Background: an optimization exercise with open tools, aiming at small area. Do not read the settings as production practice.
Function was checked by simulation only, so behaviour that the tests miss may differ from the original.
Power figures rest on the tool's default switching activity, not on a simulated workload.

job 183:
==> flow/design.v (excerpt) <==
module grf_trace #(
  parameter int TRACE_DEPTH = 4,
  parameter int TRACE_AW    = 2
) (
  input  logic                clk,
  input  logic                reset,
  input  logic [4:0]          ra1,
  input  logic [4:0]          ra2,
  output logic [31:0]         rd1,
  output logic [31:0]         rd2,
  input  logic                we,
  input  logic [4:0]          wa,
  input  logic [31:0]         wd,
  input  logic [31:0]         wpc,
  output logic                trace_valid,
  input  logic                trace_ready,
  output logic [31:0]         trace_pc,
  output logic [4:0]          trace_addr,
  output logic [31:0]         trace_data,
  output logic [TRACE_AW:0]   trace_count,
  output logic                trace_overflow
);
==> flow/config.mk <==
export PLATFORM = sky130hd
export DESIGN_NAME = grf_trace
export DESIGN_NICKNAME = grf_trace
export VERILOG_FILES = /design/flow/design.v
export SDC_FILE = /design/flow/constraint.sdc
export NUM_CORES = 4
export LEC_CHECK = 0
export CAP_MARGIN = 5
export CORE_MARGIN = 2
export CORE_UTILIZATION = 60
export SETUP_SLACK_MARGIN = 0.25
export SLEW_MARGIN = 5
export SYNTH_HIERARCHICAL = 1
==> flow/constraint.sdc <==
create_clock -name core_clock -period 6.0 [get_ports {clk}]
set_input_delay 1.2000 -clock core_clock [delete_from_list [all_inputs] [get_ports {clk}]]
set_output_delay 1.2000 -clock core_clock [all_outputs]
set_load 0.01 [all_outputs]
standard.sh (not shown) runs the stock make flow with config.mk's settings and CLKGATE_MAP_FILE= SYNTH_SCRIPT=/design/flow/synth_recipe.tcl, a recipe that flattens the netlist after the stock synthesis.
==> flow/flow/run.sh <==
#!/bin/bash
# Own layout flow: the standard flow (the standard.sh) with smaller port
# buffers and a clock tree built from small clock buffers without dummy
# loads. ORFS writes each step's full log under orfs/logs; the make output
# goes to run.log here.
set -e
export BUFFER_PORTS_ARGS="-buffer_cell sky130_fd_sc_hd__buf_1"
export CTS_ARGS="-sink_clustering_enable -repair_clock_nets -dont_use_dummy_load -buf_list {sky130_fd_sc_hd__clkbuf_8} -sink_clustering_size 16 -sink_clustering_max_diameter 100"
bash standard.sh > run.log 2>&1
To summarise job 183: no stage aborted, but the layout did not pass its checks, failing on max-capacitance violations, max-slew violations.
Here is what was changed in the inputs of job 6243 compared with job 183.
Settings: CAP_MARGIN: 5 -> 20; SLEW_MARGIN: 5 -> 20.
==> comparison <==
The layout from job 183, despite a flow that completed every stage, fails the layout checks, with the failing checks listed as max-capacitance violations, max-slew violations.
Every stage of the flow completed for job 6243, and the final layout passed the timing, design-rule and antenna checks.
Job 6243: setup slack at placement is 0.011 ns higher than what job 183 reported.
Worst hold slack delta (job 6243 -> job 183): insignificant
Going from job 183 to job 6243, routed length per instance shrank slightly.
Placed standard-cell area across job 6243 and job 183: no real change.
Multi-input combinational cell area across job 6243 and job 183: no real change.
As far as power drawn by the clock network is concerned, job 6243 and job 183 perform about the same.
As far as total power of the final layout is concerned, job 6243 and job 183 perform about the same.
As far as total I/O pin count goes, job 6243 and job 183 are indistinguishable; the numbers are identical.
In job 6243 the iteration count of the initial detailed-routing pass turned out 2 higher than in job 183.
For job 1099, these inputs were changed with respect to job 6243:
Settings: CORE_UTILIZATION: 60 -> 65; SETUP_SLACK_MARGIN: 0.25 -> 0.35.
==> results.txt <==
~same register-to-register slack in job 1099 and job 6243. In the floorplan summary, job 1099 is listed with a die area less than that of job 6243. Job 1099 reports its destination of the critical timing path as rd1[6] while job 6243 reports rd2[3]. Relative to job 6243, filler cell count has decreased by 907 in job 1099. Number of cells in the finished layout apart from fillers went down slightly going from job 6243 to job 1099. Diff job 6243 -> job 1099: total design power comparable, count of max-cap constraint violations neither gained nor lost much.

* * *

## JK
grf_trace again, from the RTL that the note above started with.
Settings: LEC_CHECK=0, CAP_MARGIN=20, CORE_MARGIN=2, CORE_UTILIZATION=60, SETUP_SLACK_MARGIN=0.5, SLEW_MARGIN=20, SYNTH_HIERARCHICAL=1; clock period 6.0 ns.
==> flow/flow/run.sh <==
#!/bin/bash
# Own layout flow: the standard flow (the standard.sh) with smaller port
# buffers and a clock tree built from small clock buffers without dummy
# loads. ORFS writes each step's full log under orfs/logs; the make output
# goes to run.log here.
set -e
export BUFFER_PORTS_ARGS="-buffer_cell sky130_fd_sc_hd__buf_1"
export CTS_ARGS="-sink_clustering_enable -repair_clock_nets -dont_use_dummy_load -buf_list {sky130_fd_sc_hd__clkbuf_4 sky130_fd_sc_hd__clkbuf_8} -sink_clustering_size 24"
bash standard.sh > run.log 2>&1
Changes in MS relative to JK:
Settings: a change of SETUP_SLACK_MARGIN from 0.5 to 0.25.
The met2 track demand over resource was comparable across JK and MS.
The start point of the critical path comes out ra2[2] in one run and ra1[1] in the other, namely in MS and JK respectively.
MS against JK: number of antenna violations at the first check in global routing went down 2, worst slew slack as a fraction of its limit saw little to no change.
The lower clock period minus worst slack came out of JK.
Going from JK to MS, maximum achievable frequency shrank by a few percent.

## separate check: timing with driven ports
No port has a modelled driver above. Below, the same layouts with a new extraction and two added sets of constraints.
Step 1 sets driving cells, clkbuf_16 on the clock port and buf_2 on the other inputs (assumed; they add their load-dependent delay and slew).
Step 2 times the ports against the registers' clock, not the clock port: input delays grow and output delays shrink by t, the midpoint of the rising clock arrivals with the driver on.
Three values: no drivers, after step 1, after step 2; two values: the first two.
run	t (ns)	slack for setup (ns)	worst hold slack (ns)	worst setup path at the end	worst data-port slew with drivers (ns)
job 183	0.831	0.118 / 0.016 / 0.016	0.477 / 0.477 / 0.477	input to output	0.16
job 6243	0.834	0.239 / 0.112 / 0.112	0.478 / 0.478 / 0.478	input to output	0.16
job 1099	0.810	0.183 / 0.054 / 0.054	0.480 / 0.449 / 0.480	input to output	0.17
JK	0.938	0.430 / 0.271 / 0.271	0.468 / 0.468 / 0.468	input to output	0.17
MS	0.943	0.247 / 0.102 / 0.102	0.467 / 0.467 / 0.467	input to output	0.16
For JK, which loses most, drivers alone change the setup slack by -0.159 ns; drivers and shift together by -0.159 ns.
